This design comes from an exercise in tuning for a short achievable clock period and few clock cycles on the open sky130 flow, not from production work. At most, simulation tests tie the RTL to the original design; equivalence was not proved. The clock port is modelled as an ideal driver; clocking choices that lean on that would not hold on a real chip. Power is estimated from default activity; no workload was simulated.

== TR ==
## axiToAhbBridge
module axiToAhbBridge (
    input  wire                                 ACLK,
    input  wire                                 rst,
    input  wire                                 awValid,
    output logic                                awReady,
    input  wire [axiAhbPkg::IdWidth-1:0]        awId,
    input  wire [axiAhbPkg::AddrWidth-1:0]      awAddr,
    input  wire [axiAhbPkg::BeatIdxWidth-1:0]   awLen,
    input  wire axiAhbPkg::axiSize_e            awSize,
    input  wire                                 wValid,
    output logic                                wReady,
    input  wire [axiAhbPkg::DataWidth-1:0]      wData,
    input  wire                                 wLast,
    output logic                                bValid,
    input  wire                                 bReady,
    output logic [axiAhbPkg::IdWidth-1:0]       bId,
    output axiAhbPkg::axiResp_e                 bResp,
    input  wire                                 arValid,
    output logic                                arReady,
    input  wire [axiAhbPkg::IdWidth-1:0]        arId,
    input  wire [axiAhbPkg::AddrWidth-1:0]      arAddr,
    input  wire [axiAhbPkg::BeatIdxWidth-1:0]   arLen,
    input  wire axiAhbPkg::axiSize_e            arSize,
    output logic                                rValid,
    input  wire                                 rReady,
    output logic [axiAhbPkg::IdWidth-1:0]       rId,
    output logic [axiAhbPkg::DataWidth-1:0]     rData,
    output axiAhbPkg::axiResp_e                 rResp,
    output logic                                rLast,
    output logic [axiAhbPkg::AddrWidth-1:0]     hAddr,
    output logic                                hWrite,
    output logic [2:0]                          hSize,
    output axiAhbPkg::ahbTrans_e                hTrans,
    output logic [axiAhbPkg::DataWidth-1:0]     hWData,
    input  wire [axiAhbPkg::DataWidth-1:0]      hRData,
    input  wire                                 hReady,
    input  wire                                 hResp
);
    logic                 awReadyQ;   
    logic                 awFullQ;    
    logic [IdWidth-1:0]   awIdQ;
  ...
Size: about 580 flip-flops.
make LEC_CHECK=0 ABC_CLOCK_PERIOD_IN_PS=2000 CAP_MARGIN=20 CORE_MARGIN=2 CORE_UTILIZATION=55 SETUP_SLACK_MARGIN=3.3 SLEW_MARGIN=20 finish   # period 5.5 ns
run.sh (not shown) runs the stock make flow with config.mk's settings and CLKGATE_MAP_FILE= SYNTH_SCRIPT=/design/flow/synth_recipe.tcl, a recipe that flattens the netlist after the stock synthesis.
Testbench counts of TR, summed over its fixed seeds: cycles 21,232.
> inputs changed (TR -> MS)
--- a/flow/design.v
+++ b/flow/design.v
@@ -224,36 +224,40 @@
             onesBelow[i] = hAddrI[i] || !sizeMask[i];
         end
         carryIn[0] = sizeMask[0];
         for (int i = 1; i < 12; i++)
             carryIn[i] = sizeMask[i] && (&(onesBelow | ~((12'd1 << i) - 12'd1)));
         for (int i = 0; i < 12; i++)
             addrInc[i] = carryIn[i] ? !hAddrI[i] : hAddrI[i];
     end
-    logic                 selAwQ;
-    logic                 selAwIn;
-    logic                 selAr;
-    logic [AddrWidth-1:0] startAddr;
-    logic [2:0]           startSize;
-    logic                 advance;
     logic [AddrWidth-1:0] hAddrN;
     logic [2:0]           hSizeN;
     logic                 hWriteN;
-    assign selAwQ    = awFullQ && !wrBusy;
-    assign selAwIn   = !awFullQ && !wrBusy && awValid;
-    assign selAr     = !selAwQ && !selAwIn;
-    assign startAddr = ({AddrWidth{selAwQ}} & awAddrQ) | ({AddrWidth{selAwIn}} & awAddr)
-                     | ({AddrWidth{selAr}} & arAddrS);
-    assign startSize = ({3{selAwQ}} & awSizeQ) | ({3{selAwIn}} & awSize)
-                     | ({3{selAr}} & arSizeS);
-    assign advance   = hTransQ && hReady;
-    assign hAddrN    = bAct ? {hAddrI[31:12], advance ? addrInc : hAddrI[11:0]} : startAddr;
-    assign hSizeN    = bAct ? hSizeI : startSize;
-    assign hWriteN   = bAct ? hWriteI : wrSel;
+    always_comb
+    begin
+        if (bAct)
+        begin
+            hAddrN  = hTransQ ? {hAddrI[31:12], addrInc} : hAddrI;
+            hSizeN  = hSizeI;
+            hWriteN = hWriteI;
+        end
+        else if (wrSel)
+        begin
+            hAddrN  = awAddrS;
+            hSizeN  = awSizeS;
+            hWriteN = 1'b1;
+        end
+        else
+        begin
+            hAddrN  = arAddrS;
+            hSizeN  = arSizeS;
+            hWriteN = 1'b0;
+        end
+    end
     logic [DataWidth+1:0] rNext;
     logic                 rLoadNew;
     assign rNext    = rEmpty ? {hRData, hResp, dpLast} : rBuf[rRd];
     assign rLoadNew = rOutFree && (!rEmpty || rdDone);
     always_ff @(posedge ACLK)
     begin
         if (rst)
         begin
@@ -363,31 +367,31 @@
                 begin
                     hAddrI[11:0] <= addrInc;
                     curLeft      <= curLeft - 4'd1;
                     hLastQ       <= (curLeft == 4'd1);
                 end
             end
             else if (wrSel)
             begin
-                hAddrI  <= startAddr;
+                hAddrI  <= awAddrS;
                 curLeft <= awLenS;
                 hLastQ  <= (awLenS == 4'd0);
             end
             else
             begin
-                hAddrI  <= startAddr;
+                hAddrI  <= arAddrS;
                 curLeft <= arLenS;
                 hLastQ  <= (arLenS == 4'd0);
             end
         end
-        if (canUpd && !bAct)
+        if (!bAct)
         begin
             hWriteI <= wrSel;
-            hSizeI  <= startSize;
+            hSizeI  <= wrSel ? awSizeS : arSizeS;
         end
         if (!wrBusy)
             wrId <= awIdS;
         if (!rdBusy)
             rdId <= arIdS;
         if (hReady)
         begin
             dpWr    <= hWriteI;
@@ -395,24 +399,24 @@
         end
         if (startWr)
             errAcc <= 1'b0;
         else if (wrDoneBeat)
             errAcc <= errAcc || hResp;
         if (wrDoneBeat && dpLast && !bValidQ)
             bErrQ <= errAcc || hResp;
         bErrO <= (wrDoneBeat && dpLast) ? (errAcc || hResp) : bErrQ;
-        wrIdO <= (!wrBusy && !bAct) ? awIdS : wrId;
-        rdIdO <= (!rdBusy && !bAct) ? arIdS : rdId;
+        wrIdO <= startWr ? awIdS : wrId;
+        rdIdO <= startRd ? arIdS : rdId;
         hTransO <= canUpd ? (pres && !rst) : hTransQ;
         rBuf[rWr] <= {hRData, hResp, dpLast};
         if (rLoadNew)
             {rDataI, rErrI, rLastI} <= rNext;
         if (hReady && hTransQ && hWriteI)
             hWDataS <= wdPend;
-        hAddrO  <= hAddrN;
-        hSizeO  <= hSizeN;
-        hWriteO <= hWriteN;
+        hAddrO  <= canUpd ? hAddrN : hAddrI;
+        hSizeO  <= canUpd ? hSizeN : hSizeI;
+        hWriteO <= canUpd ? hWriteN : hWriteI;
         hWDataO <= hReady ? wdPend : hWDataS;
         {rDataO, rErrO, rLastO} <= rOutFree ? rNext : {rDataI, rErrI, rLastI};
     end
 endmodule
 `default_nettype wire
--- outcome ---
MS: full flow OK, the timing, design-rule and antenna checks passed
Going from TR to MS, the worst setup slack after placement was found to have gone up by 0.17 ns.
Routed wire in MS totals less than in TR.
Going from TR to MS, total power fell 67 uW, met3 track utilization from global routing fell 1.1 points, non-clock inverter total of the final layout rose about 60%.
Vias: MS fewer than TR
In the metrics for MS and TR, the one carrying the lower area of combinational cells with multiple inputs is TR.
Compared with TR, MS shows a peak per-stage delay on the critical path that is 0.02 ns higher.
MS ends up with higher non-clock buffer count than TR does.
The RTL of MS was laid out without a check of its function.

## job 4533
Another version of the RTL of axiToAhbBridge (not shown whole).
Size in the first run: about 1200 cells after synthesis, about 540 flip-flops, roughly 280 I/O pins, about 0.020 mm^2 of cells after synthesis.
## axiToAhbBridge
module axiToAhbBridge (
    input  wire                                 ACLK,
    input  wire                                 rst,
    input  wire                                 awValid,
    output logic                                awReady,
    input  wire [axiAhbPkg::IdWidth-1:0]        awId,
    input  wire [axiAhbPkg::AddrWidth-1:0]      awAddr,
    input  wire [axiAhbPkg::BeatIdxWidth-1:0]   awLen,
    input  wire axiAhbPkg::axiSize_e            awSize,
    input  wire                                 wValid,
    output logic                                wReady,
    input  wire [axiAhbPkg::DataWidth-1:0]      wData,
    input  wire                                 wLast,
    output logic                                bValid,
    input  wire                                 bReady,
    output logic [axiAhbPkg::IdWidth-1:0]       bId,
    output axiAhbPkg::axiResp_e                 bResp,
    input  wire                                 arValid,
    output logic                                arReady,
    input  wire [axiAhbPkg::IdWidth-1:0]        arId,
    input  wire [axiAhbPkg::AddrWidth-1:0]      arAddr,
    input  wire [axiAhbPkg::BeatIdxWidth-1:0]   arLen,
    input  wire axiAhbPkg::axiSize_e            arSize,
    output logic                                rValid,
    input  wire                                 rReady,
    output logic [axiAhbPkg::IdWidth-1:0]       rId,
    output logic [axiAhbPkg::DataWidth-1:0]     rData,
    output axiAhbPkg::axiResp_e                 rResp,
    output logic                                rLast,
    output logic [axiAhbPkg::AddrWidth-1:0]     hAddr,
    output logic                                hWrite,
    output logic [2:0]                          hSize,
    output axiAhbPkg::ahbTrans_e                hTrans,
    output logic [axiAhbPkg::DataWidth-1:0]     hWData,
    input  wire [axiAhbPkg::DataWidth-1:0]      hRData,
    input  wire                                 hReady,
    input  wire                                 hResp
);
Settings: LEC_CHECK=0, ABC_CLOCK_PERIOD_IN_PS=2000, CAP_MARGIN=20, CORE_MARGIN=2, CORE_UTILIZATION=55, SETUP_SLACK_MARGIN=3.3, SLEW_MARGIN=20; clock period 5.5 ns.
standard.sh (not shown) runs the stock make flow with config.mk's settings and CLKGATE_MAP_FILE= SYNTH_SCRIPT=/design/flow/synth_recipe.tcl, a recipe that flattens the netlist after the stock synthesis.
==> flow/flow/run.sh <==
#!/bin/bash
# The standard layout, except that
#  - the port buffers are buf_4 cells (buffer_ports' default here is a delay
#    buffer, clkdlybuf4s50_1), and
#  - after clock tree synthesis the clock port drives the tree's first-level
#    buffers directly and timing is repaired again (see post_cts.tcl).
set -euo pipefail
cd "$(dirname "$0")/.."
export POST_CTS_TCL="$PWD/flow/post_cts.tcl"
export BUFFER_PORTS_ARGS="-buffer_cell sky130_fd_sc_hd__buf_4"
bash standard.sh finish > flow_make.log 2>&1
==> flow/flow/post_cts.tcl <==
set block [ord::get_db_block]
set clkNet [$block findNet ACLK]
set rootInst ""
set nIn 0
foreach it [$clkNet getITerms] {
  if {[$it isInputSignal]} { set rootInst [$it getInst]; incr nIn }
}
if {$nIn != 1} {
  puts "post_cts: the clock port feeds $nIn cell pins; tree left as it is"
  return
}
set rootOutNet ""
foreach it [$rootInst getITerms] {
  if {[$it isOutputSignal]} { set rootOutNet [$it getNet] }
}
set loads {}
foreach it [$rootOutNet getITerms] {
  if {[$it isInputSignal]} { lappend loads $it }
}
if {[llength $loads] > 4 || [llength [$rootOutNet getBTerms]] > 0} {
  puts "post_cts: root [$rootInst getName] drives [llength $loads] pins; tree left as it is"
  return
}
puts "post_cts: removing root buffer [$rootInst getName]; the clock port now drives [llength $loads] buffers"
foreach it $loads {
  $it disconnect
  $it connect $clkNet
}
foreach it [$rootInst getITerms] {
  if {[$it getNet] ne "NULL"} { $it disconnect }
}
odb::dbInst_destroy $rootInst
odb::dbNet_destroy $rootOutNet

# Repair timing again for the shorter clock paths, as the cts step does after
# clock tree synthesis, and legalize the placement.
estimate_parasitics -placement
report_clock_skew
repair_timing_helper
detailed_placement
check_placement -verbose
estimate_parasitics -placement
report_clock_skew
report_worst_slack -max
Changes in job 6632 relative to job 4533:
-- flow/design.v --
<<< job 4533, line 99
    logic                 hTransO;    
    logic                 hWriteI;
    logic                 hWriteO;
    logic [AddrWidth-1:0] hAddrO;
>>> job 6632, line 99
    logic                 hTransO;    
    logic                 hWriteI;
    logic [AddrWidth-1:0] hAddrI;
    logic [2:0]           hSizeI;
    logic                 hWriteO;
    logic [AddrWidth-1:0] hAddrO;
<<< job 4533, line 219
        for (int i = 0; i < 12; i++)
        begin
            sizeMask[i]  = (i >= int'(hSizeO));
            onesBelow[i] = hAddrO[i] || !sizeMask[i];
        end
        carryIn[0] = sizeMask[0];
>>> job 6632, line 221
        for (int i = 0; i < 12; i++)
        begin
            sizeMask[i]  = (i >= int'(hSizeI));
            onesBelow[i] = hAddrI[i] || !sizeMask[i];
        end
        carryIn[0] = sizeMask[0];
<<< job 4533, line 226
            carryIn[i] = sizeMask[i] && (&(onesBelow | ~((12'd1 << i) - 12'd1)));
        for (int i = 0; i < 12; i++)
            addrInc[i] = carryIn[i] ? !hAddrO[i] : hAddrO[i];
    end
    logic                 selAwQ;
>>> job 6632, line 228
            carryIn[i] = sizeMask[i] && (&(onesBelow | ~((12'd1 << i) - 12'd1)));
        for (int i = 0; i < 12; i++)
            addrInc[i] = carryIn[i] ? !hAddrI[i] : hAddrI[i];
    end
    logic                 selAwQ;
<<< job 4533, line 245
                     | ({3{selAr}} & arSizeS);
    assign advance   = hTransQ && hReady;
    assign hAddrN    = bAct ? {hAddrO[31:12], advance ? addrInc : hAddrO[11:0]} : startAddr;
    assign hSizeN    = bAct ? hSizeO : startSize;
    assign hWriteN   = bAct ? hWriteI : wrSel;
    logic [DataWidth+1:0] rNext;
>>> job 6632, line 247
                     | ({3{selAr}} & arSizeS);
    assign advance   = hTransQ && hReady;
    assign hAddrN    = bAct ? {hAddrI[31:12], advance ? addrInc : hAddrI[11:0]} : startAddr;
    assign hSizeN    = bAct ? hSizeI : startSize;
    assign hWriteN   = bAct ? hWriteI : wrSel;
    logic [DataWidth+1:0] rNext;
<<< job 4533, line 360
                if (hTransQ)
                begin
                    curLeft      <= curLeft - 4'd1;
                    hLastQ       <= (curLeft == 4'd1);
>>> job 6632, line 362
                if (hTransQ)
                begin
                    hAddrI[11:0] <= addrInc;
                    curLeft      <= curLeft - 4'd1;
                    hLastQ       <= (curLeft == 4'd1);
<<< job 4533, line 366
            else if (wrSel)
            begin
                curLeft <= awLenS;
                hLastQ  <= (awLenS == 4'd0);
>>> job 6632, line 369
            else if (wrSel)
            begin
                hAddrI  <= startAddr;
                curLeft <= awLenS;
                hLastQ  <= (awLenS == 4'd0);
<<< job 4533, line 371
            else
            begin
                curLeft <= arLenS;
                hLastQ  <= (arLenS == 4'd0);
>>> job 6632, line 375
            else
            begin
                hAddrI  <= startAddr;
                curLeft <= arLenS;
                hLastQ  <= (arLenS == 4'd0);
<<< job 4533, line 378
        begin
            hWriteI <= wrSel;
        end
        if (!wrBusy)
>>> job 6632, line 383
        begin
            hWriteI <= wrSel;
            hSizeI  <= startSize;
        end
        if (!wrBusy)
Notes after the runs:
Compared with job 4533, in job 6632 final wirelength moved up, global-route wire length before repair up about 13%, post-synthesis simple-gate area fraction up 1.5 points, time the worst path needs with I/O delays and setup has decreased. In the flow results for job 6632 and job 4533, the fraction of met1 tracks used by global routing is larger on job 6632. Job 6632 ends up with a combinational power that is about 33% higher than in job 4533. Sort job 6632 and job 4533 by final critical-path setup slack, descending, and job 6632 comes first. Diff job 4533 -> job 6632: total power draw now sits higher, share of cell area taken by flip-flops and latches went down 0.93 points, internal power of the cells +8.8%, minimum hold slack fell 6.7 ps, number of standard cells after synthesis +17%. From job 4533 to job 6632 the numbers moved as follows: area of the die grew by 0.0028 mm^2; number of antenna violations at the first check in global routing grew by 4.
Testbench counts of job 6632, summed over its fixed seeds: cycles 21,232.
Function not checked in job 4533: the RTL went through the layout flow alone.

the previous run:
axiToAhbBridge with an RTL version that a note above also has.
Size: ~580 flip-flops, ~280 I/O pins.
export LEC_CHECK = 0
export ABC_CLOCK_PERIOD_IN_PS = 2000
export CAP_MARGIN = 20
export CORE_MARGIN = 2
export CORE_UTILIZATION = 55
export SETUP_SLACK_MARGIN = 3.3
export SLEW_MARGIN = 20
create_clock -name core_clock -period 5.5 [get_ports {ACLK}]
==> flow/flow/run.sh <==
#!/bin/bash
# The standard layout, except that after clock tree synthesis the clock port
# drives the tree's first-level buffers directly (see post_cts.tcl), and that
# repair may resize cells across footprints.
set -euo pipefail
cd "$(dirname "$0")/.."
export POST_CTS_TCL="$PWD/flow/post_cts.tcl"
bash standard.sh MATCH_CELL_FOOTPRINT=0 finish > flow_make.log 2>&1
Scripts as last shown in full above: flow/flow/post_cts.tcl
Per the final summary, the previous run finished and its layout is clean on timing, DRC and antenna.
diff inputs: the previous run => the current run
--- a/flow/design.v
+++ b/flow/design.v
@@ -221,46 +221,42 @@
         for (int i = 0; i < 12; i++)
         begin
             sizeMask[i]  = (i >= int'(hSizeI));
             onesBelow[i] = hAddrI[i] || !sizeMask[i];
         end
         carryIn[0] = sizeMask[0];
         for (int i = 1; i < 12; i++)
             carryIn[i] = sizeMask[i] && (&(onesBelow | ~((12'd1 << i) - 12'd1)));
         for (int i = 0; i < 12; i++)
             addrInc[i] = carryIn[i] ? !hAddrI[i] : hAddrI[i];
     end
+    logic                 selAwQ;
+    logic                 selAwIn;
+    logic                 selAr;
+    logic [AddrWidth-1:0] startAddr;
+    logic [2:0]           startSize;
+    logic                 advance;
     logic [AddrWidth-1:0] hAddrN;
     logic [2:0]           hSizeN;
     logic                 hWriteN;
-    always_comb
-    begin
-        if (bAct)
-        begin
-            hAddrN  = hTransQ ? {hAddrI[31:12], addrInc} : hAddrI;
-            hSizeN  = hSizeI;
-            hWriteN = hWriteI;
-        end
-        else if (wrSel)
-        begin
-            hAddrN  = awAddrS;
-            hSizeN  = awSizeS;
-            hWriteN = 1'b1;
-        end
-        else
-        begin
-            hAddrN  = arAddrS;
-            hSizeN  = arSizeS;
-            hWriteN = 1'b0;
-        end
-    end
+    assign selAwQ    = awFullQ && !wrBusy;
+    assign selAwIn   = !awFullQ && !wrBusy && awValid;
+    assign selAr     = !selAwQ && !selAwIn;
+    assign startAddr = ({AddrWidth{selAwQ}} & awAddrQ) | ({AddrWidth{selAwIn}} & awAddr)
+                     | ({AddrWidth{selAr}} & arAddrS);
+    assign startSize = ({3{selAwQ}} & awSizeQ) | ({3{selAwIn}} & awSize)
+                     | ({3{selAr}} & arSizeS);
+    assign advance   = hTransQ && hReady;
+    assign hAddrN    = bAct ? {hAddrI[31:12], advance ? addrInc : hAddrI[11:0]} : startAddr;
+    assign hSizeN    = bAct ? hSizeI : startSize;
+    assign hWriteN   = bAct ? hWriteI : wrSel;
     logic [DataWidth+1:0] rNext;
     logic                 rLoadNew;
     assign rNext    = rEmpty ? {hRData, hResp, dpLast} : rBuf[rRd];
     assign rLoadNew = rOutFree && (!rEmpty || rdDone);
     always_ff @(posedge ACLK)
     begin
         if (rst)
         begin
             awReadyQ <= 1'b1;
             arReadyQ <= 1'b1;
             awFullQ  <= 1'b0;
@@ -364,37 +360,37 @@
             if (bAct)
             begin
                 if (hTransQ)
                 begin
                     hAddrI[11:0] <= addrInc;
                     curLeft      <= curLeft - 4'd1;
                     hLastQ       <= (curLeft == 4'd1);
                 end
             end
             else if (wrSel)
             begin
-                hAddrI  <= awAddrS;
+                hAddrI  <= startAddr;
                 curLeft <= awLenS;
                 hLastQ  <= (awLenS == 4'd0);
             end
             else
             begin
-                hAddrI  <= arAddrS;
+                hAddrI  <= startAddr;
                 curLeft <= arLenS;
                 hLastQ  <= (arLenS == 4'd0);
             end
         end
-        if (!bAct)
+        if (canUpd && !bAct)
         begin
             hWriteI <= wrSel;
-            hSizeI  <= wrSel ? awSizeS : arSizeS;
+            hSizeI  <= startSize;
         end
         if (!wrBusy)
             wrId <= awIdS;
         if (!rdBusy)
             rdId <= arIdS;
         if (hReady)
         begin
             dpWr    <= hWriteI;
             dpLast  <= hLastQ;
         end
         if (startWr)
@@ -404,19 +400,19 @@
         if (wrDoneBeat && dpLast && !bValidQ)
             bErrQ <= errAcc || hResp;
         bErrO <= (wrDoneBeat && dpLast) ? (errAcc || hResp) : bErrQ;
         wrIdO <= startWr ? awIdS : wrId;
         rdIdO <= startRd ? arIdS : rdId;
         hTransO <= canUpd ? (pres && !rst) : hTransQ;
         rBuf[rWr] <= {hRData, hResp, dpLast};
         if (rLoadNew)
             {rDataI, rErrI, rLastI} <= rNext;
         if (hReady && hTransQ && hWriteI)
             hWDataS <= wdPend;
-        hAddrO  <= canUpd ? hAddrN : hAddrI;
-        hSizeO  <= canUpd ? hSizeN : hSizeI;
-        hWriteO <= canUpd ? hWriteN : hWriteI;
+        hAddrO  <= hAddrN;
+        hSizeO  <= hSizeN;
+        hWriteO <= hWriteN;
         hWDataO <= hReady ? wdPend : hWDataS;
         {rDataO, rErrO, rLastO} <= rOutFree ? rNext : {rDataI, rErrI, rLastI};
     end
 endmodule
 `default_nettype wire
==> comparison <==
- The current run does worse than the previous run on total core area.
- Cmp the current run vs the previous run: register share of total power higher in the current run
- Compared with the previous run, the current run shows synthesis-to-finish area growth lower by 0.61 points.
- Compared the current run vs the previous run, and combinational power share is up in the current run.
- The current run: sequential share of layout area 0.58 points above the previous run
- Changes observed in the current run relative to the previous run: final-layout non-clock buffer area share held steady, maximum fanout along the worst path shrank by 3, total met2 wirelength after detailed routing grew by 8.4%, timing-limited maximum frequency shrank by about 1.3%, number of clock buffers in the layout grew by 11.
- Wire length in the current run vs the previous run: up about 5%
- The previous run fits on a die that is smaller than the die of the current run.
- The current run vs. the previous run: multi-input combinational cell count went up by 18.
- Re final worst-path cycle share: the previous run was lower than the current run.
No functional check of the RTL was part of any run of this note.

what the ideal ports hide:
Ports are ideal in the flow. The routed layouts listed here were re-timed in OpenROAD. Step 1: set_driving_cell puts a clkbuf_16 on ACLK and a buf_2 on each other input, an assumption about the parent block. Step 2 also shifts input and output timing later by t, the mid clock arrival at the registers, as if the neighbouring blocks saw the same clock. Slacks: ideal / step 1 / step 2; pairs: ideal / step 1.
run	t, ns	slack for setup (ns)	worst setup path at the end	worst slew at a driven data input, ns
TR	0.644	3.334 / 3.278 / 2.667	input to register	0.09
MS	0.651	3.328 / 3.272 / 2.723	input to register	0.11
job 4533	0.504	3.378 / 3.283 / 2.893	input to register	0.09
job 6632	0.510	3.388 / 3.403 / 2.929	input to register	0.10
the previous run	0.516	3.318 / 3.367 / 2.851	input to register	0.10
the current run	0.524	3.290 / 3.371 / 2.852	input to register	0.08
After both steps setup and hold are still met in every run listed. The setup slack of TR, which loses most, moves by -0.056 ns with the drivers and by -0.667 ns with both steps.
